Context: an optimization exercise on an open-source flow, tuned for small area. The choices shown serve that exercise and are no tape-out recipe. In this exercise RTL edits were held to simulation tests only and were not proved equivalent to the original. No activity file was given, so power comes from the tool's default toggle rates.

[design/flow/flow/run.sh]
#!/bin/bash
set -euo pipefail
export BUFFER_PORTS_ARGS="-buffer_cell sky130_fd_sc_hd__buf_1"
export CTS_ARGS="-sink_clustering_enable -repair_clock_nets -dont_use_dummy_load -buf_list sky130_fd_sc_hd__clkbuf_4 -sink_clustering_size 10 -sink_clustering_max_diameter 40"
bash standard.sh > flow_make.log 2>&1
[design/flow/standard.sh]
#!/bin/bash
# synth_recipe.tcl (not shown) runs the flow's synth.tcl, then flattens the netlist and writes it again
# the make line also repeats each setting of config.mk as NAME=value (left out here)
make -C /OpenROAD-flow-scripts/flow DESIGN_CONFIG=/design/flow/config.mk WORK_HOME=/design/flow/orfs CLKGATE_MAP_FILE= SYNTH_SCRIPT=/design/flow/synth_recipe.tcl "${@:-finish}"
[design/flow/config.mk]
export PLATFORM = sky130hd
export DESIGN_NAME = udp_tx_top
export DESIGN_NICKNAME = udp_tx_top
export VERILOG_FILES = /design/flow/design.v
export SDC_FILE = /design/flow/constraint.sdc
export NUM_CORES = 4
export LEC_CHECK = 0
export ABC_AREA = 0
export CAP_MARGIN = 20
export CORE_MARGIN = 2
export CORE_UTILIZATION = 40
export SLEW_MARGIN = 20
[design/flow/constraint.sdc]
create_clock -name core_clock -period 10.0 [get_ports {clk}]
set_input_delay 2.0000 -clock core_clock [delete_from_list [all_inputs] [get_ports {clk}]]
set_output_delay 2.0000 -clock core_clock [all_outputs]
set_load 0.01 [all_outputs]
[design/flow/design.v]
package udp_tx_cfg_pkg;
    localparam int unsigned PAYLOAD_BYTES = 18;
    localparam int unsigned FRAME_BYTES = 60;
    localparam int unsigned PREAMBLE_NIBBLES = 16;
    localparam int unsigned FRAME_NIBBLES    = 2 * FRAME_BYTES;
    localparam int unsigned FCS_NIBBLES      = 8;
    localparam int unsigned GAP_NIBBLES      = 24;
    localparam int unsigned NIBBLE_DIVIDER = 4;
    typedef logic [6:0] nibble_idx_t;
    typedef logic [$clog2(NIBBLE_DIVIDER)-1:0] div_count_t;
    typedef enum logic [2:0] {
        PHASE_IDLE,
        PHASE_BUILD,
        PHASE_CHECKSUM,
        PHASE_PREAMBLE,
        PHASE_FRAME,
        PHASE_FCS,
        PHASE_GAP
    } tx_phase_e;
    typedef struct packed {
        logic [31:0] src_ip;
        logic [47:0] src_mac;
        logic [15:0] src_port;
        logic [31:0] dest_ip;
        logic [47:0] dest_mac;
        logic [15:0] dest_port;
    } udp_request_t;
    typedef struct packed {
        logic       en;
        logic       strobe;
        logic [3:0] d;
    } mii_tx_t;
endpackage
import udp_tx_cfg_pkg::*;
module udp_tx_top (
    input  logic                                       clk,
    input  logic                                       reset,
    input  logic                                       send,
    input  udp_tx_cfg_pkg::udp_request_t               request,
    input  logic [udp_tx_cfg_pkg::PAYLOAD_BYTES*8-1:0] payload,
    output logic                                       ready,
    output udp_tx_cfg_pkg::mii_tx_t                    tx
);
    localparam int RING = 336;
    logic [1:0] div;
    logic       tick;
    logic       busy;        
    logic [7:0] n;           
    logic [1:0] v;           
    logic [9:0] pos;
    assign pos = {n, div - 2'd1};
    logic accept;
    assign accept = send & ready;
    always_ff @(posedge clk) begin
        if (reset) begin
            div  <= '0;
            tick <= 1'b0;
        end else begin
            div  <= div + 2'd1;
            tick <= (div == 2'd3);
        end
    end
    always_ff @(posedge clk) begin
        if (reset) begin
            ready <= 1'b1;
            busy  <= 1'b0;
            n     <= '0;
        end else if (accept) begin
            ready <= 1'b0;
            busy  <= 1'b1;
            n     <= {8{div[1]}};
        end else if (busy && tick) begin
            if (n == 8'd167) begin
                ready <= 1'b1;
                busy  <= 1'b0;
                n     <= '0;
            end else begin
                n <= n + 8'd1;
            end
        end
    end
    always_ff @(posedge clk) begin
        if (ready) begin
            v <= div;
        end
    end
    logic [1:0] sel;
    assign sel = {v[1], ~v[0]};
    logic [479:0] fdata;
    assign fdata = {request.dest_mac, request.src_mac, 16'h0, 80'h0, 16'h0,
                    request.src_ip, request.dest_ip, request.src_port, request.dest_port,
                    32'h0, payload};
    logic [RING-1:0] ring;
    logic [RING-1:0] ring_in;
    for (genvar q = 0; q < RING; q++) begin : g_map
        localparam int TF = (q < 144) ? (479 - q) : (q < 240) ? (447 - q) : (335 - q);
        assign ring_in[q] = fdata[(59 - TF / 8) * 8 + TF % 8];
    end
    localparam int CS_W = 146;
    logic [RING-1:0] ring_prev;
    logic            cs_wr, cs_sum;
    always_comb begin
        ring_prev = {ring[RING-2:0], ring[RING-1]};
        if (cs_wr) begin
            ring_prev[CS_W] = cs_sum;
        end
    end
    always_ff @(posedge clk) begin
        ring <= ~((ring_in | {RING{busy}}) & (ring_prev | {RING{ready}}));
    end
    logic corr;
    assign corr = pos[0] ^ sel[0];
    logic tap_a, tap_b, tap_c;
    assign tap_a = ring[62 + sel] ^ corr;
    assign tap_b = ring[174 + sel] ^ corr;
    assign tap_c = ring[206 + sel] ^ corr;
    localparam logic [15:0] CSUM_INIT = 16'h4C44;
    logic cy;
    logic cs_init, cs_first, cs_win, cs_d, cs_a;
    assign cs_init  = (pos < 10'd160);
    assign cs_first = (pos < 10'd176);
    assign cs_win   = (pos < 10'd224);
    assign cs_wr    = !cs_init && (pos < 10'd240);
    assign cs_d     = cs_win & tap_a;
    assign cs_a     = cs_first ? CSUM_INIT[pos[3:0]] : ring[CS_W + 15];
    assign cs_sum   = cs_a ^ cs_d ^ cy;
    always_ff @(posedge clk) begin
        if (cs_init) begin
            cy <= 1'b0;
        end else begin
            cy <= (cs_a & cs_d) | (cs_a & cy) | (cs_d & cy);
        end
    end
    logic cs_out;
    assign cs_out = ring[CS_W + 31];
    logic [8:0] tf;
    assign tf = 9'(pos - 10'd64);
    logic [7:0] kbyte;
    always_comb begin
        case (tf[8:3])
            6'd12:   kbyte = 8'h08;
            6'd14:   kbyte = 8'h45;
            6'd15:   kbyte = 8'h0C;
            6'd17:   kbyte = 8'h2E;
            6'd22:   kbyte = 8'hFF;
            6'd23:   kbyte = 8'h11;
            6'd39:   kbyte = 8'h1A;
            default: kbyte = 8'h00;
        endcase
    end
    logic [31:0] crc;
    logic        s;
    always_comb begin
        if (pos < 10'd64) begin
            s = ~pos[0] | (pos[5:0] == 6'd63);
        end else if (pos < 10'd160) begin
            s = tap_a;
        end else if (pos < 10'd256) begin
            s = kbyte[tf[2:0]];
        end else if (pos < 10'd272) begin
            s = ~cs_out;
        end else if (pos < 10'd368) begin
            s = tap_b;
        end else if (pos < 10'd400) begin
            s = kbyte[tf[2:0]];
        end else if (pos < 10'd544) begin
            s = tap_c;
        end else begin
            s = ~crc[0];
        end
    end
    localparam logic [31:0] POLY = 32'hEDB88320;
    logic in_frame, fb;
    assign in_frame = (pos >= 10'd64) && (pos < 10'd544);
    assign fb       = crc[0] ^ s;
    always_ff @(posedge clk) begin
        for (int i = 0; i < 31; i++) begin
            crc[i] <= crc[i+1] ^ (POLY[i] & in_frame & fb);
        end
        crc[31] <= in_frame ? fb : 1'b1;
    end
    logic [2:0] col;
    logic       sending;
    assign sending = busy && (n < 8'd144);
    always_ff @(posedge clk) begin
        col <= {s, col[2:1]};
    end
    logic en_q;
    logic [3:0] d_q;
    always_ff @(posedge clk) begin
        if (reset) begin
            en_q <= 1'b0;
            d_q  <= '0;
        end else if (tick) begin
            en_q <= sending;
            d_q  <= sending ? {s, col} : 4'h0;
        end
    end
    assign tx.en     = en_q;
    assign tx.strobe = en_q && (div == 2'd1);
    assign tx.d      = d_q;
endmodule
==> results.yml, run 1 <==
die:
  fp.dieH_um: 174
  num_rows: 62
  dieArea_um2: 30300
  core_region_area_um2: 28600
  boundaryPins: 346
  dieWidth_um: 174
  start_util_pct: 40.5
routing:
  routed_wl_um: 28000
  firstDrtPassIters: 5
  drc: 0
  vias: 8792
  ant_nets: 0
  routed.top_layer: "met4"
  post_drt_wl_per_cell_um: 16.5
  wl_met1_um: 12800
  wl_met2_um: 12000
  viasPerCell: 5.17
  drt_iter0_markers: 395
  dr_wl_met3_um: 2330
worst_setup_path:
  cp_cell_sequence: "ha_1 -> and2_1 -> buf_1"
  critPathKind: "reg2out"
  worst-endpoint-arrival_ps: 1890
  path_max_fanout: 13
  required_ps: 8000
  cp-start-kind: "register"
  cpPeakStageDelay_ps: 580
  crit_slowest_cell: "dfxtp_1"
  end_kind: "primary output"
logic_synthesis:
  ys_seq_area_share_pct: 67.9
  syn_area_um2: 11600
  yosysMostFrequentCell: "dfxtp_1"
  ys_ff_latch: 392
  yosys.cell_types.count: 56
  yosysTopAreaCellShare_pct: 67.4
  avgSynthCellArea_um2: 11.6
  syn-num-nets: 1353
  synth_warnings: 1
  synth_cells: 1002
  async_flop_share_pct: 0
  synth_edf_count: 2
  synthTopCellsByArea: "dfxtp_1, o22ai_1, clkbuf_1"
  yosysTopAreaCell: "dfxtp_1"
  synth_common_cells: "dfxtp_1, o22ai_1, clkbuf_1"
  synth_ff_type: "dfxtp_1"
timing:
  fmax_mhz: 257
  finalSetupViolations: 0
  layout_min_cycle_time_ps: 3890
  finalMaxSlewViolations: 0
  min_period_over_period_pct: 38.9
  relSlewSlack_pct: 27.8
  tightest_slew_ps: 1080
  finalSetupTns_ps: 0
  finalHoldViolCount: 0
  rsz0062_at_grt: "false"
  skew_ps: 101
grt:
  grt_pass1_wl_um: 44000
  grt_antenna_before_repair: 1
  grt_overflow: 0
  grt_pass1_vias: 8491
  grt_max_degree: 120
  grtUsageTotal_pct: 17.8
clock_network:
  root_buffer: "clkbuf_4"
  clock_sinks: 392
  htree_num_levels: 2
  ctsResizeCount: 0
  clkSlewWorstSetupHoldPaths_ps: 100
  holdBufCountCts: 0
  post_cts_buffers: 0
  clockBufferDepth: 3
  insertion_delay_ps: 700
  cts_buffers: 50
  cts_tree: "built"
placement:
  dpl_cell_area_um2: 13100
  dp_hpwl_um: 18400
  place.gp.congestion: 0.830
  port_buffers: 345
power_and_ir_drop:
  p_leak_uw: 0.00486
  powerDensity_nw_per_um2: 213
  vdd_ir_drop_max_uv: 118
min_path:
  holdCritPathClass: "reg2reg"
final_layout:
  drive_above_1_share_pct: 5.17
  syn2layout_area_growth_pct: 16.1
  fin_nets: 1668
  design_area_um2: 13500
run_status:
  outcome: "no timing/DRC/antenna violations"
run:
  maxCapViolCount: 0
[layout make-up]
cell class / count / area, µm²
tap: 384 / 480
fill: 2787 / 15200
antenna: 2 / 5.00
timing repair buffer: 351 / 1340
inverter: 16 / 60.1
multi-input combinational: 506 / 3320
sequential: 392 / 7880
clock buffer: 50 / 375
[cells in the final DEF, fill, tap and decap left out, drive strengths merged, types with 2 or more instances in the layout]
| cell type | Yosys | layout |
|---|---|---|
| nor4b | 2 | 2 |
| o21ai | 16 | 16 |
| inv | 16 | 16 |
| o211ai | 4 | 4 |
| dfxtp | 390 | 390 |
| and2 | 3 | 3 |
| nand2 | 21 | 21 |
| nand2b | 5 | 5 |
| ha | 11 | 11 |
| nor4 | 2 | 2 |
| o2111ai | 2 | 2 |
| a22oi | 7 | 7 |
| xnor2 | 5 | 5 |
| and3 | 2 | 2 |
| mux2i | 4 | 4 |
| diode | 0 | 2 |
| nor3 | 2 | 2 |
| edfxtp | 2 | 2 |
| nor2 | 19 | 19 |
| a21oi | 15 | 15 |
| nand3 | 8 | 8 |
| mux4 | 2 | 2 |
| nor2b | 3 | 3 |
| clkbuf | 77 | 50 |
| buf | 11 | 351 |
| a2111oi | 2 | 2 |
| o22ai | 336 | 336 |
| a31o | 2 | 2 |
| xor2 | 14 | 14 |
| a31oi | 2 | 2 |
[state kept, by name (all words and copies together), names as in the netlist]
signal and count:
ring 336, cy 1, col 3, busy 1
d_q 4, ready 1, v 2, div 2
tick 1, n 8, crc 32, en_q 1
[report_power, final]
group	internal, µW	switching [µW]
combinational	143	147
clock	230	472
sequential	1790	87.5
[worst max-delay path, delay by kind of cell (launching register included)]
kind                     cells  cell delay [ps]
adder cells (fa/ha/maj)      1              290
buffers and inverters        1              210
AND/OR/NAND/NOR              1              140
flip-flops                   1              580
[per-stage QoR]
step | hold WS, ps | setup WS, ps | power [µW] | cells | utilization (%)
floorplan | 310 | 7180 | 2090 | 1002 | -
global placement | 310 | 6770 | 2190 | 1649 | 45.7
detailed placement | 312 | 6710 | 2200 | 1649 | 45.7
CTS | 313 | 6050 | 2910 | 1699 | 47.0
global route | 317 | 5950 | 3030 | 1700 | 47.0
finish | 316 | 6110 | 2870 | 1701 | 47.0
[metal layers]
layer | GRT usage (%) | vias up
met3 | 5.75 | 71
met5 | 0 | -
met1 | 24.1 | 4022
met2 | 26.4 | 321
met4 | 6.90 | 0
li1 | - | 4378
[logic make-up (layout without fill, tap and decap cells)]
kind of cell,after synthesis,after routing,share of synthesized area [%]
AOI/OAI and AO/OA,395,395,21.7
xor gates and xnor gates,19,19,1.44
adders and majority gates,12,12,1.36
buffers and inverters,104,417,3.49
DFF,392,392,67.9
muxes,6,6,0.842
other,0,2,0
and+or+nand+nor,74,74,3.30
[worst paths after layout]
| path | slack [ps] | end | start | depth (start not counted) |
|---|---|---|---|---|
| worst max-delay path | 6110 | tx[4] | div[0] | 3 |
| worst min-delay path | 320 | col[1] | col[2] | 0 |
| worst max register to register | 6710 | crc[5] | n[4] | 10 |
| worst min register to register | 320 | col[1] | col[2] | 0 |
==> inputs of run 2 (changes only) <==
--- a/design/flow/config.mk
+++ b/design/flow/config.mk
@@ -5,7 +5,7 @@
 export SDC_FILE = /design/flow/constraint.sdc
 export NUM_CORES = 4
 export LEC_CHECK = 0
-export ABC_AREA = 0
+export ABC_AREA = 1
 export CAP_MARGIN = 20
 export CORE_MARGIN = 2
 export CORE_UTILIZATION = 40
==> run 2 against run 1 <==
  * Still clean
  * Clock power hardly changed
  * First-iteration DRC count is 28% higher
  * Die area is 1.3% higher
  * Area after synthesis increased by 1.3%
  * Worst setup slack better by 180 ps
==> results.yml, run 2 <==
worst_setup_path:
  r2r_slack_ps: 7080
  worst-endpoint-arrival_ps: 1710
  required_ps: 8000
  end_kind: "primary output"
  cp_num_buf_inv: 1
  path_max_fanout: 63
  crit_family: "flip-flops"
  cp_cell_sequence: "buf_1"
  cpPeakStageDelay_ps: 780
  critPathKind: "reg2out"
  crit_slowest_cell: "dfxtp_4"
  cp-start-kind: "register"
timing:
  finalMaxSlewViolations: 0
  rsz0062_at_grt: "false"
  relSlewSlack_pct: 35.0
  finalSetupViolations: 0
  min_period_over_period_pct: 37.1
  tightest_slew_ps: 974
  fmax_mhz: 270
  finalHoldViolCount: 0
  layout_min_cycle_time_ps: 3710
  skew_ps: 77.6
  finalSetupTns_ps: 0
routing:
  firstDrtPassIters: 5
  post_drt_wl_per_cell_um: 16.8
  vias: 9202
  viasPerCell: 5.11
  drt_iter0_markers: 506
  drc: 0
  ant_nets: 0
  routed_wl_um: 30200
die:
  boundaryPins: 346
  dieArea_um2: 30700
  core_region_area_um2: 28800
  start_util_pct: 40.8
  fp.dieH_um: 175
  dieWidth_um: 175
  num_rows: 62
power_and_ir_drop:
  powerDensity_nw_per_um2: 220
  p_leak_uw: 0.00525
  vdd_ir_drop_max_uv: 116
grt:
  grtUsageTotal_pct: 18.8
  grt_antenna_before_repair: 4
  grt_pass1_wl_um: 46600
  grt_pass1_vias: 8969
  grt_overflow: 0
  grt_max_degree: 118
final_layout:
  regArea_um2: 7880
  drive_above_1_share_pct: 5.59
  utilization_pct: 47.3
  top_regs: "ring (336), crc (32), n (8)"
  largest_register_ffs: 336
  mostFrequentLayoutCells: "dfxtp_1, buf_1, o22ai_1"
  layout_commonest_cell: "dfxtp_1"
  top_register: "ring"
  fin_nets: 1766
  multi_input_area_um2: 3330
  syn2layout_area_growth_pct: 16.1
  fillers: 2842
logic_synthesis:
  synthTopCellsByArea: "dfxtp_1, o22ai_1, nand2_1"
  synth_edf_count: 2
  syn-num-nets: 1446
  synth_cells: 1095
  synth_ff_type: "dfxtp_1"
  avgSynthCellArea_um2: 10.7
  yosysMostFrequentCell: "dfxtp_1"
  synth_common_cells: "dfxtp_1, o22ai_1, nand2_1"
  yosys.cell_types.count: 35
  async_flop_share_pct: 0
  yosysTopAreaCell: "dfxtp_1"
  synth_warnings: 1
  ys_ff_latch: 392
  yosysTopAreaCellShare_pct: 66.5
  syn_area_um2: 11700
  ys_seq_area_share_pct: 67.0
clock_network:
  htree_num_levels: 2
  root_buffer: "clkbuf_4"
  clkSlewWorstSetupHoldPaths_ps: 110
  ctsResizeCount: 0
  post_cts_buffers: 0
  cts_buffers: 50
  clock_sinks: 392
  cts_tree: "built"
  insertion_delay_ps: 690
  clockBufferDepth: 3
  holdBufCountCts: 0
placement:
  port_buffers: 345
  dp_hpwl_um: 20800
  place.gp.congestion: 0.883
run_status:
  outcome: "no timing/DRC/antenna violations"
run:
  maxCapViolCount: 0
min_path:
  holdCritPathClass: "reg2reg"
run 2: area by class of cell:
type | instances | area share (%)
timing repair buffer | 352 | 9.92
multi-input combinational | 564 | 24.4
sequential | 392 | 57.8
clock buffer | 50 | 2.75
tap | 384 | 3.53
inverter | 55 | 1.52
antenna | 3 | 0.0551
run 2: routing by layer:
layer	wire, µm	global-route usage [%]	vias to the layer above
met5	9	0	-
met4	688	6.53	2
met3	2790	6.62	58
met2	13400	30.1	336
met1	13200	23.6	4160
li1	-	-	4646
run 2: final timing paths:
check	end	cells past startpoint	start
max	ready	1	ready
max reg2reg	ring[70]	3	busy
min	crc[17]	0	crc[18]
min reg2reg	crc[17]	0	crc[18]
run 2: metrics by stage:
stage	cells	setup WS, ps	total power [µW]	instance area (µm²)	hold slack (ps)
floorplan	1095	7000	2200	11700	310
global placement	1747	6670	2320	13200	310
detailed placement	1747	6570	2330	13200	312
CTS	1797	6160	3040	13600	294
global route	1800	6150	3170	13600	305
finish	1800	6290	3000	13600	292
run 2: cells by family (layout without fill, tap and decap cells):
family / after synthesis / in the layout / synth area share, %
adder cells (fa/ha/maj): 12 / 12 / 1.34
buffers and inverters: 139 / 457 / 4.59
XOR/XNOR: 6 / 6 / 0.512
AO/OA/AOI/OAI: 383 / 383 / 20.2
other: 0 / 3 / 0
AND/OR/NAND/NOR: 163 / 163 / 6.28
flip-flops: 392 / 392 / 67.0
run 2: power by group:
group,total (µW),internal (µW),switching [µW]
Clock,703,229,474
Sequential,1910,1810,99.7
Combinational,387,161,226
Total,3000,2200,800
==> inputs of run 3 (changes only) <==
==> design/flow/flow/run.sh (replaced) <==
#!/bin/bash
set -euo pipefail
export BUFFER_PORTS_ARGS="-buffer_cell sky130_fd_sc_hd__buf_1"
export CTS_ARGS="-sink_clustering_enable -repair_clock_nets -dont_use_dummy_load -buf_list sky130_fd_sc_hd__clkbuf_4 -sink_clustering_size 12 -sink_clustering_max_diameter 40"
bash standard.sh > flow_make.log 2>&1
--- a/design/flow/config.mk
+++ b/design/flow/config.mk
@@ -5,8 +5,8 @@
 export SDC_FILE = /design/flow/constraint.sdc
 export NUM_CORES = 4
 export LEC_CHECK = 0
-export ABC_AREA = 1
+export ABC_AREA = 0
 export CAP_MARGIN = 20
 export CORE_MARGIN = 2
-export CORE_UTILIZATION = 40
+export CORE_UTILIZATION = 60
 export SLEW_MARGIN = 20
==> run 3 against run 2 <==
  * Routed wire length is 14% lower
  * Sequential power barely moved
  * Synthesized cell count is 8.5% lower
  * Clock skew shrank 22 ps
  * Die area is 33% lower
  * Final cell count fell by 13%
  * Sequential cell count unchanged
  * Count of clock-buffer cells in the layout down 9
  * Non-clock buffer count down 1
  * Area after synthesis down 1.3%
==> results.yml, run 3 <==
die:
  dieWidth_um: 143
  fp.dieH_um: 143
  boundaryPins: 346
  dieArea_um2: 20400
  start_util_pct: 61.5
  core_region_area_um2: 18800
  num_rows: 50
logic_synthesis:
  yosysMostFrequentCell: "dfxtp_1"
  async_flop_share_pct: 0
  avgSynthCellArea_um2: 11.6
  syn_area_um2: 11600
  synth_warnings: 1
  yosys.cell_types.count: 56
  synth_ff_type: "dfxtp_1"
  yosysTopAreaCellShare_pct: 67.4
  synth_cells: 1002
  synthTopCellsByArea: "dfxtp_1, o22ai_1, clkbuf_1"
  yosysTopAreaCell: "dfxtp_1"
  synth_common_cells: "dfxtp_1, o22ai_1, clkbuf_1"
  ys_ff_latch: 392
  syn-num-nets: 1353
  synth_edf_count: 2
  ys_seq_area_share_pct: 67.9
timing:
  fmax_mhz: 260
  rsz0062_at_grt: "false"
  min_period_over_period_pct: 38.5
  finalHoldViolCount: 0
  finalSetupViolations: 0
  relSlewSlack_pct: 30.0
  tightest_slew_ps: 1050
  layout_min_cycle_time_ps: 3850
  finalSetupTns_ps: 0
  skew_ps: 55.8
  finalMaxSlewViolations: 0
worst_setup_path:
  critPathKind: "reg2out"
  r2r_end: "crc[5]"
  cpPeakStageDelay_ps: 610
  worst-endpoint-arrival_ps: 1850
  r2r_slack_ps: 6780
  cp.depth: 3
  required_ps: 8000
  cp_num_buf_inv: 1
  end_kind: "primary output"
  crit_slowest_cell: "dfxtp_1"
  rr_worst_depth: 10
  r2r-start: "n[4]"
  startpoint: "div[0]"
  crit_family: "flip-flops"
  path_max_fanout: 13
  crit_path_end: "tx[4]"
  cp-start-kind: "register"
  cp_cell_sequence: "ha_1 -> and2_1 -> buf_1"
final_layout:
  mostFrequentLayoutCells: "dfxtp_1, buf_1, o22ai_1"
  fin_nets: 1659
  top_regs: "ring (336), crc (32), n (8)"
  top_register: "ring"
  largest_register_ffs: 336
  syn2layout_area_growth_pct: 14.2
  final_cells: 1568
  layout_commonest_cell: "dfxtp_1"
  drive_above_1_share_pct: 4.52
  fillers: 1500
run:
  maxCapViolCount: 0
placement:
  dp_cells: 1525
  dp_hpwl_um: 17300
  place.gp.congestion: 0.893
  port_buffers: 345
grt:
  grt_overflow: 0
  grt_max_degree: 120
  grtUsageTotal_pct: 24.8
  grt_pass1_wl_um: 40600
  grt_antenna_before_repair: 1
  grt_pass1_vias: 8242
clock_network:
  clkSlewWorstSetupHoldPaths_ps: 110
  holdBufCountCts: 0
  clock_sinks: 392
  cts_tree: "built"
  clockBufferDepth: 3
  ctsResizeCount: 0
  htree_num_levels: 2
  root_buffer: "clkbuf_4"
  post_cts_buffers: 0
  cts_buffers: 41
  insertion_delay_ps: 640
routing:
  drc: 0
  post_drt_wl_per_cell_um: 16.6
  viasPerCell: 5.50
  drt_iter0_markers: 368
  vias: 8623
  ant_nets: 0
  firstDrtPassIters: 5
  routed_wl_um: 26000
power_and_ir_drop:
  power_frac_clock_pct: 22.7
  powerDensity_nw_per_um2: 211
  power_frac_seq_pct: 67.1
  p_leak_uw: 0.00482
  netSwitchingFraction_pct: 24.1
  p_comb_share_pct: 10.2
  p_int_uw: 2120
  p_switching_uw: 674
  vdd_ir_drop_max_uv: 143
min_path:
  hold_start: "crc[5]"
  holdCritPathClass: "reg2reg"
run_status:
  outcome: "no timing/DRC/antenna violations"
## run 3: cell types whose count changed in the layout (fill, tap and decap cells not counted), sizes merged, moves of 5 or more
cell	previous run	this run
a22oi	0	7
nor2	28	19
a211oi	5	0
nand3	17	8
clkbuf	50	41
nand2	98	21
xor2	6	14
xnor2	0	5
inv	54	16
nand4	16	1
nand2b	0	5
a21oi	22	15
## run 3: logic make-up after synthesis
family / after synthesis / synth area share [%]
AOI/OAI and AO/OA: 395 / 21.7
and+or+nand+nor: 74 / 3.30
muxes: 6 / 0.842
xor gates and xnor gates: 19 / 1.44
adders and majority gates: 12 / 1.36
DFF: 392 / 67.9
buffers and inverters: 104 / 3.49
## run 3: stage by stage
step                      instance area, µm²  util (%)  total power [µW]  worst slack (ps)  hold WS (ps)
after global routing                   13200      70.3              2940              6010           271
after CTS                              13200      70.2              2820              6110           280
after detailed placement               12900      68.6              2190              6810           312
after global placement                 12900      68.6              2180              6840           312
final                                  13200      70.3              2790              6150           278
after floorplan                        11600         -              2090              7180           310
## run 3: final cells by class
type                       instances  area (µm²)  share of cell area [%]
inverter                          16        60.1                   0.454
timing repair buffer             351        1340                    10.2
antenna                            2        5.00                  0.0378
tap                              260         325                    2.46
sequential                       392        7880                    59.5
multi-input combinational        506        3320                    25.1
clock buffer                      41         308                    2.33
## run 3: how the worst min path moves through the flow
| stage | to | slack, ps | depth (start not counted) |
|---|---|---|---|
| 5_1_grt | crc[4] | 270 | 0 |
| 3_3_place_gp | crc[7] | 310 | 0 |
| 3_5_place_dp | crc[28] | 310 | 0 |
| 4_1_cts | crc[4] | 280 | 0 |
| 6_report | crc[4] | 280 | 0 |
| 2_1_floorplan | crc[0] | 310 | 0 |
## run 3: per-layer routing
layer / up-vias / part of all wire (%) / track usage [%]
li1: 4353 / - / -
met1: 3888 / 43 / 32.4
met2: 328 / 44 / 38.2
met3: 54 / 9.9 / 8.99
met4: 0 / 2.8 / 9.17
met5: - / 0 / 0
## run 3: power groups by stage
stage,combinational [µW],clock (µW),sequential [µW]
after global placement,274,0,1910
after global routing,319,717,1900
after detailed placement,284,0,1910
after floorplan,215,0,1870
after CTS,285,656,1880
final,284,634,1880
==> inputs of run 4 (changes only) <==
--- a/design/flow/design.v
+++ b/design/flow/design.v
@@ -48,15 +48,20 @@
     logic [7:0] n;           
     logic [1:0] v;           
     logic [9:0] pos;
-    assign pos = {n, div - 2'd1};
+    assign pos = {n, div[1] ~^ div[0], ~div[0]};
     logic accept;
     assign accept = send & ready;
+    logic [7:0] n_inc;
+    assign n_inc[0] = ~n[0];
+    for (genvar i = 1; i < 8; i++) begin : g_inc
+        assign n_inc[i] = n[i] ^ (&n[i-1:0]);
+    end
     always_ff @(posedge clk) begin
         if (reset) begin
             div  <= '0;
             tick <= 1'b0;
         end else begin
-            div  <= div + 2'd1;
+            div  <= {div[1] ^ div[0], ~div[0]};
             tick <= (div == 2'd3);
         end
     end
@@ -75,7 +80,7 @@
                 busy  <= 1'b0;
                 n     <= '0;
             end else begin
-                n <= n + 8'd1;
+                n <= n_inc;
             end
         end
     end
@@ -133,18 +138,16 @@
     end
     logic cs_out;
     assign cs_out = ring[CS_W + 31];
-    logic [8:0] tf;
-    assign tf = 9'(pos - 10'd64);
     logic [7:0] kbyte;
     always_comb begin
-        case (tf[8:3])
-            6'd12:   kbyte = 8'h08;
-            6'd14:   kbyte = 8'h45;
-            6'd15:   kbyte = 8'h0C;
-            6'd17:   kbyte = 8'h2E;
-            6'd22:   kbyte = 8'hFF;
-            6'd23:   kbyte = 8'h11;
-            6'd39:   kbyte = 8'h1A;
+        case (pos[9:3])
+            7'd20:   kbyte = 8'h08;
+            7'd22:   kbyte = 8'h45;
+            7'd23:   kbyte = 8'h0C;
+            7'd25:   kbyte = 8'h2E;
+            7'd30:   kbyte = 8'hFF;
+            7'd31:   kbyte = 8'h11;
+            7'd47:   kbyte = 8'h1A;
             default: kbyte = 8'h00;
         endcase
     end
@@ -156,13 +159,13 @@
         end else if (pos < 10'd160) begin
             s = tap_a;
         end else if (pos < 10'd256) begin
-            s = kbyte[tf[2:0]];
+            s = kbyte[pos[2:0]];
         end else if (pos < 10'd272) begin
             s = ~cs_out;
         end else if (pos < 10'd368) begin
             s = tap_b;
         end else if (pos < 10'd400) begin
-            s = kbyte[tf[2:0]];
+            s = kbyte[pos[2:0]];
         end else if (pos < 10'd544) begin
             s = tap_c;
         end else begin
==> run 4 against run 3 <==
  * Synthesized cell count shrank 1.5%
  * Sequential share of layout area increased by 0.88 points
  * Die area is 1.2% lower
  * Critical endpoint unchanged
  * Largest power group unchanged
  * Highest routed layer unchanged
==> results.yml, run 4 <==
final_layout:
  layout_commonest_cell: "dfxtp_1"
  drive_above_1_share_pct: 4.34
  fin_nets: 1639
  fillers: 1532
  top_register: "ring"
  largest_register_ffs: 336
  mostFrequentLayoutCells: "dfxtp_1, buf_1, o22ai_1"
  syn2layout_area_growth_pct: 13.9
  regArea_um2: 7880
  top_regs: "ring (336), crc (32), n (8)"
  utilization_pct: 69.7
  multi_input_area_um2: 3170
routing:
  viasPerCell: 5.60
  drt_iter0_markers: 553
  post_drt_wl_per_cell_um: 17.0
  drc: 0
  vias: 8545
  routed_wl_um: 25900
  ant_nets: 0
  firstDrtPassIters: 5
grt:
  grt_pass1_wl_um: 40500
  grt_pass1_vias: 8293
  grt_overflow: 0
  grtUsageTotal_pct: 24.8
  grt_max_degree: 129
  grt_antenna_before_repair: 1
worst_setup_path:
  r2r-start: "div[0]"
  crit_path_end: "tx[4]"
  required_ps: 8000
  startpoint: "div[0]"
  cp-start-kind: "register"
  critPathKind: "reg2out"
  end_kind: "primary output"
  rr_worst_depth: 9
  worst-endpoint-arrival_ps: 1740
  r2r_end: "crc[27]"
  path_max_fanout: 13
  r2r_slack_ps: 6800
logic_synthesis:
  synth_common_cells: "dfxtp_1, o22ai_1, clkbuf_1"
  synthTopCellsByArea: "dfxtp_1, o22ai_1, clkbuf_1"
  ys_ff_latch: 392
  synth_cells: 987
  synth_warnings: 1
  yosysTopAreaCellShare_pct: 68.2
  yosysMostFrequentCell: "dfxtp_1"
  yosys.cell_types.count: 48
  ys_seq_area_share_pct: 68.7
  async_flop_share_pct: 0
  syn_area_um2: 11400
  synth_edf_count: 2
  syn-num-nets: 1333
  yosysTopAreaCell: "dfxtp_1"
  avgSynthCellArea_um2: 11.6
  synth_ff_type: "dfxtp_1"
die:
  boundaryPins: 346
  core_region_area_um2: 18700
  start_util_pct: 61.2
  num_rows: 50
  fp.dieH_um: 142
  dieArea_um2: 20200
  dieWidth_um: 142
timing:
  finalSetupTns_ps: 0
  tightest_slew_ps: 1040
  finalMaxSlewViolations: 0
  fmax_mhz: 267
  min_period_over_period_pct: 37.4
  finalHoldViolCount: 0
  rsz0062_at_grt: "false"
  layout_min_cycle_time_ps: 3740
  relSlewSlack_pct: 30.5
  finalSetupViolations: 0
  skew_ps: 47.2
clock_network:
  cts_tree: "built"
  htree_num_levels: 2
  holdBufCountCts: 0
  ctsResizeCount: 0
  clkSlewWorstSetupHoldPaths_ps: 120
  post_cts_buffers: 0
  clock_sinks: 392
  cts_buffers: 41
  insertion_delay_ps: 640
  root_buffer: "clkbuf_4"
  clockBufferDepth: 3
placement:
  place.gp.congestion: 0.855
  dp_hpwl_um: 17100
  port_buffers: 345
power_and_ir_drop:
  vdd_ir_drop_max_uv: 126
  p_leak_uw: 0.00480
  powerDensity_nw_per_um2: 218
min_path:
  holdCritPathClass: "reg2reg"
  min_path_cells: 0
run_status:
  outcome: "no timing/DRC/antenna violations"
run:
  maxCapViolCount: 0
## run 4: cell types whose count changed in the layout (fill, tap and decap cells not counted), sizes merged, moves of 3 or more
cell and change:
xor2 -13, xnor2 +10, ha -5, or3 +4
a22oi -3, a211oi +3, o21ai -7, o211ai -4
inv -3, nor2b +3, nand2 -3
## run 4: how the worst min path moves through the flow
stage / end / start / slack, ps
after floorplan: crc[0] / crc[1] / 310
after global placement: crc[28] / crc[29] / 310
after detailed placement: crc[14] / crc[15] / 310
after CTS: crc[3] / crc[4] / 320
after global routing: crc[28] / crc[29] / 330
final: crc[3] / crc[4] / 320
## run 4: final cells by class
| class | instances | area share [%] |
|---|---|---|
| sequential | 392 | 60.4 |
| tap | 234 | 2.25 |
| antenna | 1 | 0.0192 |
| clock buffer | 41 | 2.36 |
| inverter | 13 | 0.374 |
| multi-input combinational | 494 | 24.3 |
| timing repair buffer | 351 | 10.3 |
## run 4: report_power, final
| part | internal [µW] | switching, µW |
|---|---|---|
| logic | 160 | 147 |
| clock network | 190 | 444 |
| registers | 1800 | 100 |
| total | 2150 | 692 |
## run 4: worst max-delay path, stage by stage (launching register included)
cell	delay, ps
dfxtp_1	610
ha_1	220
and2_1	120
buf_1	190
## run 4: logic make-up after synthesis
group / count (synthesis) / share of synthesized area (%)
buffers and inverters: 101 / 3.59
muxes: 8 / 0.995
and+or+nand+nor: 80 / 3.49
xor gates and xnor gates: 16 / 1.22
AOI/OAI and AO/OA: 383 / 21.1
DFF: 392 / 68.7
adders and majority gates: 7 / 0.831
## run 4: metal layers
layer	vias up	share of wire, %	global-route usage (%)
met2	310	44	37.2
met4	0	2.9	9.37
met3	53	8.9	8.65
li1	4299	-	-
met1	3883	44	33.3
met5	-	0	0
## run 4: stage by stage
step | hold slack, ps | total power, µW | cells | area (µm²) | setup WS (ps)
after floorplan | 310 | 2130 | 987 | 11400 | 7040
after global placement | 310 | 2230 | 1484 | 12700 | 6860
after detailed placement | 312 | 2240 | 1484 | 12700 | 6780
after CTS | 321 | 2880 | 1525 | 13000 | 6210
after global routing | 327 | 2990 | 1526 | 13000 | 6140
final | 318 | 2850 | 1526 | 13000 | 6260
==> inputs of run 5 (changes only) <==
==> design/flow/flow/run.sh (replaced) <==
#!/bin/bash
# The standard layout (standard.sh) with three changes:
#  - synthesis is the standard flow's script, but ABC maps with flow/area.abc for area
#  - the port buffers are buf_1 cells
#  - CTS uses clkbuf_4 cells and adds no dummy loads
# Each tool's full output is in orfs/logs; make's output is in flow_make.log.
set -euo pipefail
W=$(pwd)
export BUFFER_PORTS_ARGS="-buffer_cell sky130_fd_sc_hd__buf_1"
export CTS_ARGS="-sink_clustering_enable -repair_clock_nets -dont_use_dummy_load -buf_list sky130_fd_sc_hd__clkbuf_4 -sink_clustering_size 12 -sink_clustering_max_diameter 40"
export MY_ABC_SCRIPT="$W/flow/area.abc"
cat "$W/flow/abc_override.tcl" "$W/synth_recipe.tcl" > "$W/own_synth.tcl"
sed "s#SYNTH_SCRIPT=[^ ]*#SYNTH_SCRIPT=$W/own_synth.tcl#" "$W/standard.sh" > "$W/own_standard.sh"
grep -q "SYNTH_SCRIPT=$W/own_synth.tcl" "$W/own_standard.sh"
bash "$W/own_standard.sh" > flow_make.log 2>&1
==> design/flow/flow/abc_override.tcl (new file) <==
# Runs ABC with this flow's own mapping script (flow/area.abc) and no delay
# target in place of ORFS's; everything else in synthesis is the standard flow's.
proc abc {args} {
  set i [lsearch -exact $args -script]
  if { $i >= 0 } {
    set args [lreplace $args $i [expr {$i + 1}] -script $::env(MY_ABC_SCRIPT)]
  }
  set i [lsearch -exact $args -D]
  if { $i >= 0 } {
    set args [lreplace $args $i [expr {$i + 1}]]
  }
  yosys abc {*}$args
}
==> design/flow/flow/area.abc (new file) <==
strash; dc2; dc2; strash; &get -n; &dch -f; &nf -R 1000; &put; topo; dnsize
--- a/design/flow/config.mk
+++ b/design/flow/config.mk
@@ -8,5 +8,6 @@
 export ABC_AREA = 0
 export CAP_MARGIN = 20
 export CORE_MARGIN = 2
-export CORE_UTILIZATION = 60
+export CORE_UTILIZATION = 70
+export PLACE_DENSITY = 0.8
 export SLEW_MARGIN = 20
==> run 5 against run 4 <==
  * Still clean on timing, DRC and antenna
  * Count of clock-buffer cells in the layout shrank 1
  * Maximum frequency grew 2.7%
  * Hold slack gained 6.0 ps
  * Non-clock buffer count grew 1
  * Area after synthesis shrank 4.5%
  * Utilization grew 15 points
  * Global-route usage grew 7.0 points
  * Sequential cell count is the same
  * Sequential power is essentially flat
  * Largest cell class unchanged
  * Highest routed layer unchanged
==> results.yml, run 5 <==
routing:
  firstDrtPassIters: 5
  vias: 8778
  routed_wl_um: 27500
  post_drt_wl_per_cell_um: 18.6
  drc: 0
  drt_iter0_markers: 613
  ant_nets: 0
  viasPerCell: 5.92
timing:
  finalSetupViolations: 0
  finalMaxSlewViolations: 0
  fmax_mhz: 275
  finalHoldViolCount: 0
  tightest_slew_ps: 1100
  layout_min_cycle_time_ps: 3640
  skew_ps: 30.4
  relSlewSlack_pct: 26.7
  fin_hold_ws_ps: 324
  finalSetupTns_ps: 0
  min_period_over_period_pct: 36.4
  rsz0062_at_grt: "false"
clock_network:
  cts_tree: "built"
  root_buffer: "clkbuf_4"
  htree_num_levels: 2
  clockBufferDepth: 3
  clock_sinks: 392
  ctsResizeCount: 0
  post_cts_buffers: 0
  holdBufCountCts: 0
  cts_buffers: 40
  clkSlewWorstSetupHoldPaths_ps: 110
  insertion_delay_ps: 640
logic_synthesis:
  yosysMostFrequentCell: "dfxtp_1"
  syn-num-nets: 1224
  yosys.cell_types.count: 36
  async_flop_share_pct: 0
  synth_common_cells: "dfxtp_1, o22ai_1, a21oi_1"
  ys_ff_latch: 392
  synthTopCellsByArea: "dfxtp_1, o22ai_1, xor2_1"
  avgSynthCellArea_um2: 12.5
  synth_cells: 878
  synth_warnings: 1
  synth_ff_type: "dfxtp_1"
  yosysTopAreaCellShare_pct: 71.4
  ys_seq_area_share_pct: 71.9
  yosysTopAreaCell: "dfxtp_1"
  syn_area_um2: 10900
  synth_edf_count: 2
grt:
  grt_max_degree: 120
  grt_antenna_before_repair: 1
  grtUsageTotal_pct: 31.8
  grt_pass1_wl_um: 41300
  grt_overflow: 0
  grt_pass1_vias: 8295
worst_setup_path:
  rr_worst_depth: 13
  r2r-start: "div[0]"
  r2r_end: "crc[30]"
  critPathKind: "reg2out"
  r2r_slack_ps: 6530
  path_max_fanout: 5
  cp-start-kind: "register"
  required_ps: 8000
  worst-endpoint-arrival_ps: 1640
  end_kind: "primary output"
power_and_ir_drop:
  powerDensity_nw_per_um2: 222
  p_leak_uw: 0.00471
  power_frac_seq_pct: 66.7
  p_int_uw: 2150
  p_switching_uw: 710
  power_frac_clock_pct: 22.0
  netSwitchingFraction_pct: 24.8
  p_comb_share_pct: 11.4
  vdd_ir_drop_max_uv: 170
die:
  dieArea_um2: 16600
  core_region_area_um2: 15300
  dieWidth_um: 129
  start_util_pct: 71.7
  boundaryPins: 346
  fp.dieH_um: 129
  num_rows: 45
run_status:
  outcome: "no timing/DRC/antenna violations"
placement:
  place.gp.congestion: 0.907
  port_buffers: 345
  dp_cells: 1439
  dp_hpwl_um: 18900
final_layout:
  top_register: "ring"
  syn2layout_area_growth_pct: 17.8
  mostFrequentLayoutCells: "dfxtp_1, buf_1, o22ai_1"
  final_cells: 1484
  drive_above_1_share_pct: 4.10
  layout_commonest_cell: "dfxtp_1"
  largest_register_ffs: 336
  top_regs: "ring (336), crc (32), n (8)"
  fin_nets: 1617
min_path:
  whs_endpoint: "crc[2]"
  hold_start: "crc[3]"
  min_path_cells: 0
  holdCritPathClass: "reg2reg"
run:
  maxCapViolCount: 0
==> run 5: cell types whose count changed after synthesis, moves of 8 or more <==
cell,change
xnor2_1,-12
clkinv_1,+9
nand3_1,-8
inv_1,-13
xor2_1,+14
clkbuf_1,-79
==> run 5: how the worst max path moves through the flow <==
stage                     startpoint     to  depth (start not counted)
after floorplan                ready  ready                          0
after global placement          send   n[7]                          6
after detailed placement        send   n[7]                          6
after CTS                     div[0]  tx[4]                          3
after global routing          div[0]  tx[4]                          3
final                         div[1]  tx[4]                          4
==> run 5: logic make-up (layout without fill, tap and decap cells) <==
logic type / after synthesis / after routing / synth area share (%)
AND/OR/NAND/NOR: 61 / 61 / 2.57
XOR/XNOR: 18 / 18 / 1.44
adder cells (fa/ha/maj): 7 / 7 / 0.869
other: 0 / 4 / 0
flip-flops: 392 / 392 / 71.9
AO/OA/AOI/OAI: 387 / 387 / 22.2
multiplexers: 3 / 3 / 0.618
buffers and inverters: 10 / 401 / 0.378
==> run 5: layer usage <==
metal	track usage, %	share of wire [%]
met3	8.44	7.9
met4	14.5	4.1
met1	39.7	40
met5	0	0
met2	52.3	48
==> run 5: through the flow <==
stage          power (µW)  util, %  cell area [µm²]  setup slack [ps]
5_1_grt              2980     84.4            12900              6240
2_1_floorplan        2140        -            10900              2220
3_3_place_gp         2230     82.2            12500              6580
4_1_cts              2860     84.2            12800              6310
3_5_place_dp         2250     82.2            12500              6580
6_report             2860     84.4            12900              6360
==> run 5: area by class of cell <==
cell class,instances,area [µm²]
Clock buffer,40,300
Tap cell,211,264
Sequential cell,392,7880
Multi-Input combinational cell,476,3030
Fill cell,892,2380
Timing Repair Buffer,352,1370
Inverter,9,33.8
Antenna cell,4,10.0
==> run 5: worst max-delay path: stages (launching register included) <==
cell and delay, ps:
dfxtp_1 430, clkinv_1 120, ha_1 200, and2_0 140
buf_1 120
==> run 5: power groups by stage <==
stage	combinational, µW	sequential [µW]	clock, µW
after floorplan	196	1940	0
after global placement	292	1940	0
after detailed placement	310	1940	0
after CTS	312	1910	638
after global routing	359	1930	701
final	324	1900	627
==> inputs of run 6 (changes only) <==
--- a/design/flow/config.mk
+++ b/design/flow/config.mk
@@ -8,6 +8,5 @@
 export ABC_AREA = 0
 export CAP_MARGIN = 20
 export CORE_MARGIN = 2
-export CORE_UTILIZATION = 70
-export PLACE_DENSITY = 0.8
+export CORE_UTILIZATION = 60
 export SLEW_MARGIN = 20
==> run 6 against run 5 <==
  * Still clean
  * Area after synthesis stayed put
  * Utilization is 12 points lower
  * Combinational power is 5% lower
  * Hold slack worse by 39 ps
  * Non-clock buffer count is 2 lower
  * Count of clock-buffer cells in the layout is 2 higher
  * Die area is 16% higher
  * Sequential share of layout area hardly changed
  * Synthesized cell count stayed put
  * First-iteration DRC count is 11% lower
  * Clock skew is 28 ps higher
  * Critical path type unchanged
  * Largest cell class unchanged
  * Largest power group unchanged
==> results.yml, run 6 <==
run_status:
  outcome: "no timing/DRC/antenna violations"
final_layout:
  regArea_um2: 7880
  top_register: "ring"
  fin_nets: 1617
  largest_register_ffs: 336
  mostFrequentLayoutCells: "dfxtp_1, buf_1, o22ai_1"
  fillers: 1394
  syn2layout_area_growth_pct: 17.8
  final_cells: 1499
  top_regs: "ring (336), crc (32), n (8)"
  utilization_pct: 72.0
  layout_commonest_cell: "dfxtp_1"
  multi_input_area_um2: 3030
  drive_above_1_share_pct: 4.10
clock_network:
  cts_buffers: 42
  htree_num_levels: 2
  clockBufferDepth: 3
  insertion_delay_ps: 650
  cts_tree: "built"
  ctsResizeCount: 0
  post_cts_buffers: 0
  clkSlewWorstSetupHoldPaths_ps: 120
  clock_sinks: 392
  holdBufCountCts: 0
  root_buffer: "clkbuf_4"
worst_setup_path:
  cp_cell_sequence: "buf_1"
  end_kind: "primary output"
  cp-start-kind: "register"
  crit_slowest_cell: "dfxtp_4"
  cp_num_buf_inv: 1
  required_ps: 8000
  cpPeakStageDelay_ps: 830
  critPathKind: "reg2out"
  path_max_fanout: 76
  crit_family: "flip-flops"
  worst-endpoint-arrival_ps: 1780
power_and_ir_drop:
  vdd_ir_drop_max_uv: 136
  powerDensity_nw_per_um2: 221
  p_leak_uw: 0.00471
routing:
  firstDrtPassIters: 5
  viasPerCell: 5.66
  routed_wl_um: 26700
  vias: 8480
  drt_iter0_markers: 543
  ant_nets: 0
  drc: 0
  post_drt_wl_per_cell_um: 17.8
logic_synthesis:
  avgSynthCellArea_um2: 12.5
  syn-num-nets: 1224
  yosysTopAreaCell: "dfxtp_1"
  ys_ff_latch: 392
  yosysMostFrequentCell: "dfxtp_1"
  synth_ff_type: "dfxtp_1"
  syn_area_um2: 10900
  yosys.cell_types.count: 36
  synth_common_cells: "dfxtp_1, o22ai_1, a21oi_1"
  synth_edf_count: 2
  async_flop_share_pct: 0
  synthTopCellsByArea: "dfxtp_1, o22ai_1, xor2_1"
  synth_cells: 878
  synth_warnings: 1
  yosysTopAreaCellShare_pct: 71.4
  ys_seq_area_share_pct: 71.9
grt:
  grt_antenna_before_repair: 1
  grtUsageTotal_pct: 26.5
  grt_pass1_vias: 8186
  grt_pass1_wl_um: 41300
  grt_overflow: 0
  grt_max_degree: 264
timing:
  skew_ps: 57.9
  finalSetupTns_ps: 0
  layout_min_cycle_time_ps: 3780
  finalHoldViolCount: 0
  tightest_slew_ps: 1100
  min_period_over_period_pct: 37.8
  rsz0062_at_grt: "false"
  finalSetupViolations: 0
  relSlewSlack_pct: 26.5
  fmax_mhz: 264
  finalMaxSlewViolations: 0
die:
  start_util_pct: 61.1
  fp.dieH_um: 139
  num_rows: 49
  dieWidth_um: 139
  boundaryPins: 346
  dieArea_um2: 19300
  core_region_area_um2: 17900
placement:
  port_buffers: 345
  dp_hpwl_um: 18000
  dp_cells: 1456
  place.gp.congestion: 0.855
run:
  maxCapViolCount: 0
min_path:
  holdCritPathClass: "reg2reg"
[run 6: worst paths after layout]
check,end,depth (start not counted),startpoint,slack [ps]
worst max-delay path,ready,1,ready,6220
worst min-delay path,crc[25],0,crc[26],290
worst max register to register,crc[19],13,div[0],6750
worst min register to register,crc[25],0,crc[26],290
[run 6: cells by family (layout without fill, tap and decap cells)]
logic type | after synthesis | in the layout | synth area share (%)
muxes | 3 | 3 | 0.618
adders and majority gates | 7 | 7 | 0.869
xor gates and xnor gates | 18 | 18 | 1.44
and+or+nand+nor | 61 | 61 | 2.57
AOI/OAI and AO/OA | 387 | 387 | 22.2
other | 0 | 1 | 0
DFF | 392 | 392 | 71.9
buffers and inverters | 10 | 401 | 0.378
[run 6: metrics by stage]
step	setup slack (ps)	total power (µW)	area (µm²)	hold slack (ps)
2_1_floorplan	2220	2140	10900	310
3_3_place_gp	6590	2230	12600	312
3_5_place_dp	6560	2240	12600	313
4_1_cts	6170	2870	12900	298
5_1_grt	6110	2990	12900	291
6_report	6220	2850	12900	286
[run 6: cell type report]
cell class              instances  area share [%]
multi-input cells             476            23.5
repair buffers                350            10.4
well taps                     229            2.22
clock buffers                  42            2.45
flip-flops and latches        392            61.1
inverters                       9           0.262
diodes                          1          0.0194
[run 6: where the power goes]
| part | internal [µW] | switching, µW |
|---|---|---|
| registers | 1800 | 98.7 |
| clock network | 195 | 444 |
| logic | 155 | 154 |
[run 6: per-layer routing]
layer	vias to the layer above	share of wire, %	track usage [%]
li1	4226	-	-
met1	3877	41	33.3
met2	313	46	42.7
met3	64	8.8	9.08
met4	0	3.4	9.89
met5	-	0	0
==> inputs of run 7 (changes only) <==
--- a/design/flow/design.v
+++ b/design/flow/design.v
@@ -43,7 +43,6 @@
 );
     localparam int RING = 336;
     logic [1:0] div;
-    logic       tick;
     logic       busy;        
     logic [7:0] n;           
     logic [1:0] v;           
@@ -51,37 +50,33 @@
     assign pos = {n, div[1] ~^ div[0], ~div[0]};
     logic accept;
     assign accept = send & ready;
-    logic [7:0] n_inc;
-    assign n_inc[0] = ~n[0];
+    logic tick;
+    assign tick = (div == 2'd0);
+    logic [7:0] n_step;
+    assign n_step[0] = n[0] ^ tick;
     for (genvar i = 1; i < 8; i++) begin : g_inc
-        assign n_inc[i] = n[i] ^ (&n[i-1:0]);
+        assign n_step[i] = n[i] ^ (tick & (&n[i-1:0]));
     end
     always_ff @(posedge clk) begin
         if (reset) begin
-            div  <= '0;
-            tick <= 1'b0;
+            div <= '0;
         end else begin
-            div  <= {div[1] ^ div[0], ~div[0]};
-            tick <= (div == 2'd3);
-        end
+            div <= {div[1] ^ div[0], ~div[0]};
+        end
+    end
+    always_ff @(posedge clk) begin
+        n <= accept ? {8{div[1]}} : n_step;
     end
     always_ff @(posedge clk) begin
         if (reset) begin
             ready <= 1'b1;
             busy  <= 1'b0;
-            n     <= '0;
         end else if (accept) begin
             ready <= 1'b0;
             busy  <= 1'b1;
-            n     <= {8{div[1]}};
-        end else if (busy && tick) begin
-            if (n == 8'd167) begin
-                ready <= 1'b1;
-                busy  <= 1'b0;
-                n     <= '0;
-            end else begin
-                n <= n_inc;
-            end
+        end else if (busy && tick && n == 8'd167) begin
+            ready <= 1'b1;
+            busy  <= 1'b0;
         end
     end
     always_ff @(posedge clk) begin
@@ -154,7 +149,7 @@
     logic [31:0] crc;
     logic        s;
     always_comb begin
-        if (pos < 10'd64) begin
+        if (ready || pos < 10'd64) begin
             s = ~pos[0] | (pos[5:0] == 6'd63);
         end else if (pos < 10'd160) begin
             s = tap_a;
--- a/design/flow/flow/run.sh
+++ b/design/flow/flow/run.sh
@@ -7,7 +7,7 @@
 set -euo pipefail
 W=$(pwd)
 export BUFFER_PORTS_ARGS="-buffer_cell sky130_fd_sc_hd__buf_1"
-export CTS_ARGS="-sink_clustering_enable -repair_clock_nets -dont_use_dummy_load -buf_list sky130_fd_sc_hd__clkbuf_4 -sink_clustering_size 12 -sink_clustering_max_diameter 40"
+export CTS_ARGS="-sink_clustering_enable -repair_clock_nets -dont_use_dummy_load -buf_list sky130_fd_sc_hd__clkbuf_8 -sink_clustering_size 22 -sink_clustering_max_diameter 60"
 export MY_ABC_SCRIPT="$W/flow/area.abc"
 cat "$W/flow/abc_override.tcl" "$W/synth_recipe.tcl" > "$W/own_synth.tcl"
 sed "s#SYNTH_SCRIPT=[^ ]*#SYNTH_SCRIPT=$W/own_synth.tcl#" "$W/standard.sh" > "$W/own_standard.sh"
==> run 7 against run 6 <==
  * Still clean
  * Register-to-register slack got worse by 80 ps
  * Global-route usage decreased by 0.93 points
  * Sequential power about the same
  * Synthesized cell count decreased by 1.5%
  * First-iteration DRC count decreased by 22%
  * Largest power group unchanged
==> results.yml, run 7 <==
run_status:
  outcome: "no timing/DRC/antenna violations"
worst_setup_path:
  critPathKind: "reg2out"
  cp-start-kind: "register"
  worst-endpoint-arrival_ps: 1570
  required_ps: 8000
  end_kind: "primary output"
  path_max_fanout: 10
logic_synthesis:
  synth_cells: 865
  yosysTopAreaCellShare_pct: 71.6
  synth_ff_type: "dfxtp_1"
  async_flop_share_pct: 0
  synth_edf_count: 2
  synthTopCellsByArea: "dfxtp_1, o22ai_1, xor2_1"
  syn-num-nets: 1210
  yosysTopAreaCell: "dfxtp_1"
  yosys.cell_types.count: 35
  ys_seq_area_share_pct: 72.1
  ys_ff_latch: 391
  avgSynthCellArea_um2: 12.6
  syn_area_um2: 10900
  synth_warnings: 1
  yosysMostFrequentCell: "dfxtp_1"
  synth_common_cells: "dfxtp_1, o22ai_1, nor2_1, xor2_1"
grt:
  grt_pass1_wl_um: 40200
  grt_pass1_vias: 7898
  grt_antenna_before_repair: 3
  grt_max_degree: 118
  grt_overflow: 0
  grtUsageTotal_pct: 25.6
clock_network:
  holdBufCountCts: 0
  post_cts_buffers: 0
  cts_tree: "built"
  insertion_delay_ps: 570
  clock_sinks: 391
  htree_num_levels: 1
  root_buffer: "clkbuf_8"
  cts_buffers: 23
  clockBufferDepth: 3
  ctsResizeCount: 0
  clkSlewWorstSetupHoldPaths_ps: 120
final_layout:
  largest_register_ffs: 336
  fin_nets: 1586
  regArea_um2: 7860
  drive_above_1_share_pct: 2.82
  syn2layout_area_growth_pct: 18.0
  final_cells: 1471
  mostFrequentLayoutCells: "dfxtp_1, buf_1, o22ai_1"
  multi_input_area_um2: 3000
  utilization_pct: 71.8
  layout_commonest_cell: "dfxtp_1"
  fillers: 1393
  top_register: "ring"
  top_regs: "ring (336), crc (32), n (8)"
placement:
  dp_hpwl_um: 17400
  port_buffers: 345
  place.gp.congestion: 0.827
  dp_cells: 1445
power_and_ir_drop:
  p_leak_uw: 0.00466
  vdd_ir_drop_max_uv: 176
  powerDensity_nw_per_um2: 226
  p_total_uw: 2910
min_path:
  holdCritPathClass: "reg2reg"
timing:
  finalSetupTns_ps: 0
  tightest_slew_ps: 1000
  fmax_mhz: 280
  min_period_over_period_pct: 35.7
  finalHoldViolCount: 0
  relSlewSlack_pct: 33.1
  rsz0062_at_grt: "false"
  layout_min_cycle_time_ps: 3570
  skew_ps: 72.4
  finalMaxSlewViolations: 0
  fin_hold_ws_ps: 272
  finalSetupViolations: 0
routing:
  post_drt_wl_per_cell_um: 17.5
  firstDrtPassIters: 4
  drt_iter0_markers: 426
  vias: 8241
  ant_nets: 0
  routed_wl_um: 25700
  drc: 0
  viasPerCell: 5.60
die:
  core_region_area_um2: 17900
  num_rows: 49
  dieArea_um2: 19200
  dieWidth_um: 139
  fp.dieH_um: 139
  boundaryPins: 346
  start_util_pct: 60.8
run:
  maxCapViolCount: 0
## run 7: cell types whose count changed in the layout (fill, tap and decap cells not counted), moves of 3 or more
cell and change:
clkbuf_8 +23, mux2i_1 +3, a21oi_1 -8, nand2_1 -6, clkbuf_4 -42, nor3_1 -11
nor2b_1 +3, o21ai_0 +6
## run 7: cells by family after synthesis
group / Yosys count / synth area share, %
DFF: 391 / 72.1
AOI/OAI and AO/OA: 385 / 22.1
and+or+nand+nor: 47 / 2.08
xor gates and xnor gates: 20 / 1.61
buffers and inverters: 9 / 0.345
muxes: 7 / 1.00
adders and majority gates: 6 / 0.759
## run 7: path summary, 6_finish.rpt
check | end | startpoint | cells after the start | slack [ps]
setup / recovery | tx[4] | div[0] | 3 | 6430
hold / removal | crc[14] | crc[15] | 0 | 270
setup reg to reg | crc[15] | div[0] | 14 | 6670
hold reg to reg | crc[14] | crc[15] | 0 | 270
## run 7: where the power goes
group | total [µW] | internal (µW) | switching [µW]
sequential | 1910 | 1810 | 107
combinational | 356 | 176 | 181
clock | 639 | 209 | 431
## run 7: per-layer routing
metal | vias up | global-route usage (%) | part of all wire, %
met2 | 286 | 39.4 | 45
met5 | - | 0 | 0
met3 | 63 | 8.05 | 8.1
met4 | 0 | 10.1 | 3.7
met1 | 3766 | 34.0 | 43
li1 | 4126 | - | -
## run 7: final cells by class
class                           count  area share [%]
Inverter                            8           0.234
Timing Repair Buffer              352            10.5
Tap cell                          229            2.23
Antenna cell                        3          0.0584
Sequential cell                   391            61.2
Clock buffer                       23            2.46
Multi-Input combinational cell    465            23.3
## run 7: per-stage QoR
step           setup slack, ps  instance area (µm²)
3_3_place_gp              6820                12500
5_1_grt                   6300                12800
2_1_floorplan             2170                10900
6_report                  6430                12800
4_1_cts                   6350                12800
3_5_place_dp              6730                12500
## run 7: worst max-delay path, cell delays in order, from the launching register on
cell and delay (ps):
dfxtp_1 550, ha_1 210, and2_0 120, buf_1 150
==> inputs of run 8 (changes only) <==
--- a/design/flow/flow/run.sh
+++ b/design/flow/flow/run.sh
@@ -7,7 +7,7 @@
 set -euo pipefail
 W=$(pwd)
 export BUFFER_PORTS_ARGS="-buffer_cell sky130_fd_sc_hd__buf_1"
-export CTS_ARGS="-sink_clustering_enable -repair_clock_nets -dont_use_dummy_load -buf_list sky130_fd_sc_hd__clkbuf_8 -sink_clustering_size 22 -sink_clustering_max_diameter 60"
+export CTS_ARGS="-sink_clustering_enable -repair_clock_nets -dont_use_dummy_load -buf_list sky130_fd_sc_hd__clkbuf_4 -sink_clustering_size 12 -sink_clustering_max_diameter 70"
 export MY_ABC_SCRIPT="$W/flow/area.abc"
 cat "$W/flow/abc_override.tcl" "$W/synth_recipe.tcl" > "$W/own_synth.tcl"
 sed "s#SYNTH_SCRIPT=[^ ]*#SYNTH_SCRIPT=$W/own_synth.tcl#" "$W/standard.sh" > "$W/own_standard.sh"
==> run 8 against run 7 <==
  * Worst setup slack worse by 73 ps
  * Sequential power about the same
  * Utilization fell by 0.16 points
  * Total power down 0.72%
  * Global-route usage grew 0.39 points
  * Critical endpoint unchanged
==> results.yml, run 8 <==
run_status:
  outcome: "no timing/DRC/antenna violations"
logic_synthesis:
  yosys.cell_types.count: 35
  yosysMostFrequentCell: "dfxtp_1"
  synth_warnings: 1
  ys_seq_area_share_pct: 72.1
  syn-num-nets: 1210
  async_flop_share_pct: 0
  synth_cells: 865
  ys_ff_latch: 391
  avgSynthCellArea_um2: 12.6
  syn_area_um2: 10900
  synth_edf_count: 2
  yosysTopAreaCell: "dfxtp_1"
  synth_ff_type: "dfxtp_1"
  synth_common_cells: "dfxtp_1, o22ai_1, nor2_1, xor2_1"
  yosysTopAreaCellShare_pct: 71.6
  synthTopCellsByArea: "dfxtp_1, o22ai_1, xor2_1"
final_layout:
  fin_nets: 1601
  syn2layout_area_growth_pct: 17.8
  final_cells: 1487
  mostFrequentLayoutCells: "dfxtp_1, buf_1, o22ai_1"
  design_area_um2: 12800
  layout_commonest_cell: "dfxtp_1"
  largest_register_ffs: 336
  drive_above_1_share_pct: 3.99
  top_regs: "ring (336), crc (32), n (8)"
  top_register: "ring"
clock_network:
  clock_sinks: 391
  root_buffer: "clkbuf_4"
  clkSlewWorstSetupHoldPaths_ps: 110
  clockBufferDepth: 3
  post_cts_buffers: 0
  cts_buffers: 38
  htree_num_levels: 2
  cts_tree: "built"
  holdBufCountCts: 0
  ctsResizeCount: 0
  insertion_delay_ps: 640
placement:
  place.gp.congestion: 0.827
  dp_cells: 1445
  dp_hpwl_um: 17400
  dpl_cell_area_um2: 12500
  port_buffers: 345
power_and_ir_drop:
  vdd_ir_drop_max_uv: 146
  p_leak_uw: 0.00467
  p_total_uw: 2890
  powerDensity_nw_per_um2: 225
die:
  fp.dieH_um: 139
  num_rows: 49
  core_region_area_um2: 17900
  dieArea_um2: 19200
  start_util_pct: 60.8
  dieWidth_um: 139
  boundaryPins: 346
grt:
  grt_max_degree: 118
  grt_overflow: 0
  grt_antenna_before_repair: 4
  grt_pass1_wl_um: 40500
  grtUsageTotal_pct: 25.9
  grt_pass1_vias: 8018
timing:
  skew_ps: 42.4
  rsz0062_at_grt: "false"
  finalSetupViolations: 0
  relSlewSlack_pct: 33.6
  finalMaxSlewViolations: 0
  finalSetupTns_ps: 0
  finalHoldViolCount: 0
  fmax_mhz: 275
  min_period_over_period_pct: 36.4
  tightest_slew_ps: 996
  layout_min_cycle_time_ps: 3640
worst_setup_path:
  cpPeakStageDelay_ps: 550
  path_max_fanout: 10
  cp-start-kind: "register"
  end_kind: "primary output"
  crit_slowest_cell: "dfxtp_1"
  crit_family: "flip-flops"
  r2r-start: "div[0]"
  rr_worst_depth: 14
  critPathKind: "reg2out"
  worst-endpoint-arrival_ps: 1640
  cp_cell_sequence: "ha_1 -> and2_0 -> buf_1"
  startpoint: "div[0]"
  cp.depth: 3
  required_ps: 8000
  cp_num_buf_inv: 1
routing:
  ant_nets: 0
  post_drt_wl_per_cell_um: 17.4
  vias: 8336
  drt_iter0_markers: 445
  firstDrtPassIters: 4
  drc: 0
  viasPerCell: 5.61
  routed_wl_um: 25900
min_path:
  min_path_cells: 0
  hold_start: "crc[8]"
  holdCritPathClass: "reg2reg"
run:
  maxCapViolCount: 0
==> run 8: cell counts after synthesis <==
No cell type changed its count.
==> run 8: report_power, final <==
| group | switching, µW | leakage, µW | internal, µW |
|---|---|---|---|
| Combinational | 180 | 0.00120 | 176 |
| Clock | 442 | 0.000175 | 177 |
| Sequential | 107 | 0.00330 | 1810 |
| Total | 729 | 0.00467 | 2160 |
==> run 8: per-layer routing <==
layer	track usage, %	vias to the layer above	wire length [µm]
met4	10.4	0	728
met5	0	-	0
met1	34.0	3822	11100
met2	40.1	299	11800
li1	-	4164	-
met3	8.74	51	2220
==> run 8: through the flow <==
| stage | utilization (%) | worst slack, ps | hold slack (ps) |
|---|---|---|---|
| 2_1_floorplan | - | 2170 | 310 |
| 3_3_place_gp | 69.9 | 6820 | 312 |
| 3_5_place_dp | 69.9 | 6730 | 312 |
| 4_1_cts | 71.5 | 6270 | 329 |
| 5_1_grt | 71.6 | 6200 | 343 |
| 6_report | 71.6 | 6360 | 315 |
==> run 8: cells by family after synthesis <==
family                     Yosys count  synth area share, %
AOI/OAI and AO/OA                  385                 22.1
xor gates and xnor gates            20                 1.61
adders and majority gates            6                0.759
buffers and inverters                9                0.345
DFF                                391                 72.1
muxes                                7                 1.00
and+or+nand+nor                     47                 2.08
==> run 8: worst register-to-register path: cells and delay by family, from the launching register on <==
family                   cells  cell delay, ps
XOR/XNOR                     2             350
buffers and inverters        2             430
AO/OA/AOI/OAI                5             710
multiplexers                 2             590
AND/OR/NAND/NOR              2             160
adder cells (fa/ha/maj)      1             400
flip-flops                   1             550
==> run 8: path summary, 6_finish.rpt <==
kind,slack [ps],to
setup / recovery,6360,tx[4]
hold reg to reg,320,crc[7]
hold / removal,320,crc[7]
setup reg to reg,6720,crc[30]
==> run 8: cell type report <==
cell class	instances	area (µm²)
antenna	4	10.0
clock buffer	38	285
fill	1415	5090
inverter	8	30.0
multi-input combinational	465	3000
sequential	391	7860
tap	229	287
timing repair buffer	352	1350

==> afterwards: timing with drivers on the ports <==
No port has a modelled driver above. Below, the same layouts with a new extraction and two added sets of constraints.
Step 1, drivers: a clkbuf_16 drives clk and a buf_2 each remaining input, both assumed.
Step 2 also shifts input and output timing later by t, the mid clock arrival at the registers, as if the neighbouring blocks saw the same clock.
a / b / c = ideal / step 1 / step 2; a / b = the first two.
run	shift t [ns]	slack for setup (ns)	worst register clock-pin slew, ns
run 1	0.697	6.107 / 6.063 / 6.711	0.12 / 0.12
run 2	0.702	6.290 / 6.243 / 6.563	0.11 / 0.11
run 3	0.654	6.150 / 6.108 / 6.762	0.12 / 0.12
run 4	0.665	6.259 / 6.216 / 6.739	0.12 / 0.12
run 5	0.657	6.357 / 6.314 / 6.535	0.12 / 0.12
run 6	0.658	6.218 / 6.179 / 6.508	0.12 / 0.12
run 7	0.579	6.433 / 6.392 / 6.673	0.12 / 0.12
run 8	0.663	6.360 / 6.319 / 6.716	0.12 / 0.12
After both steps every run listed still meets setup and hold.
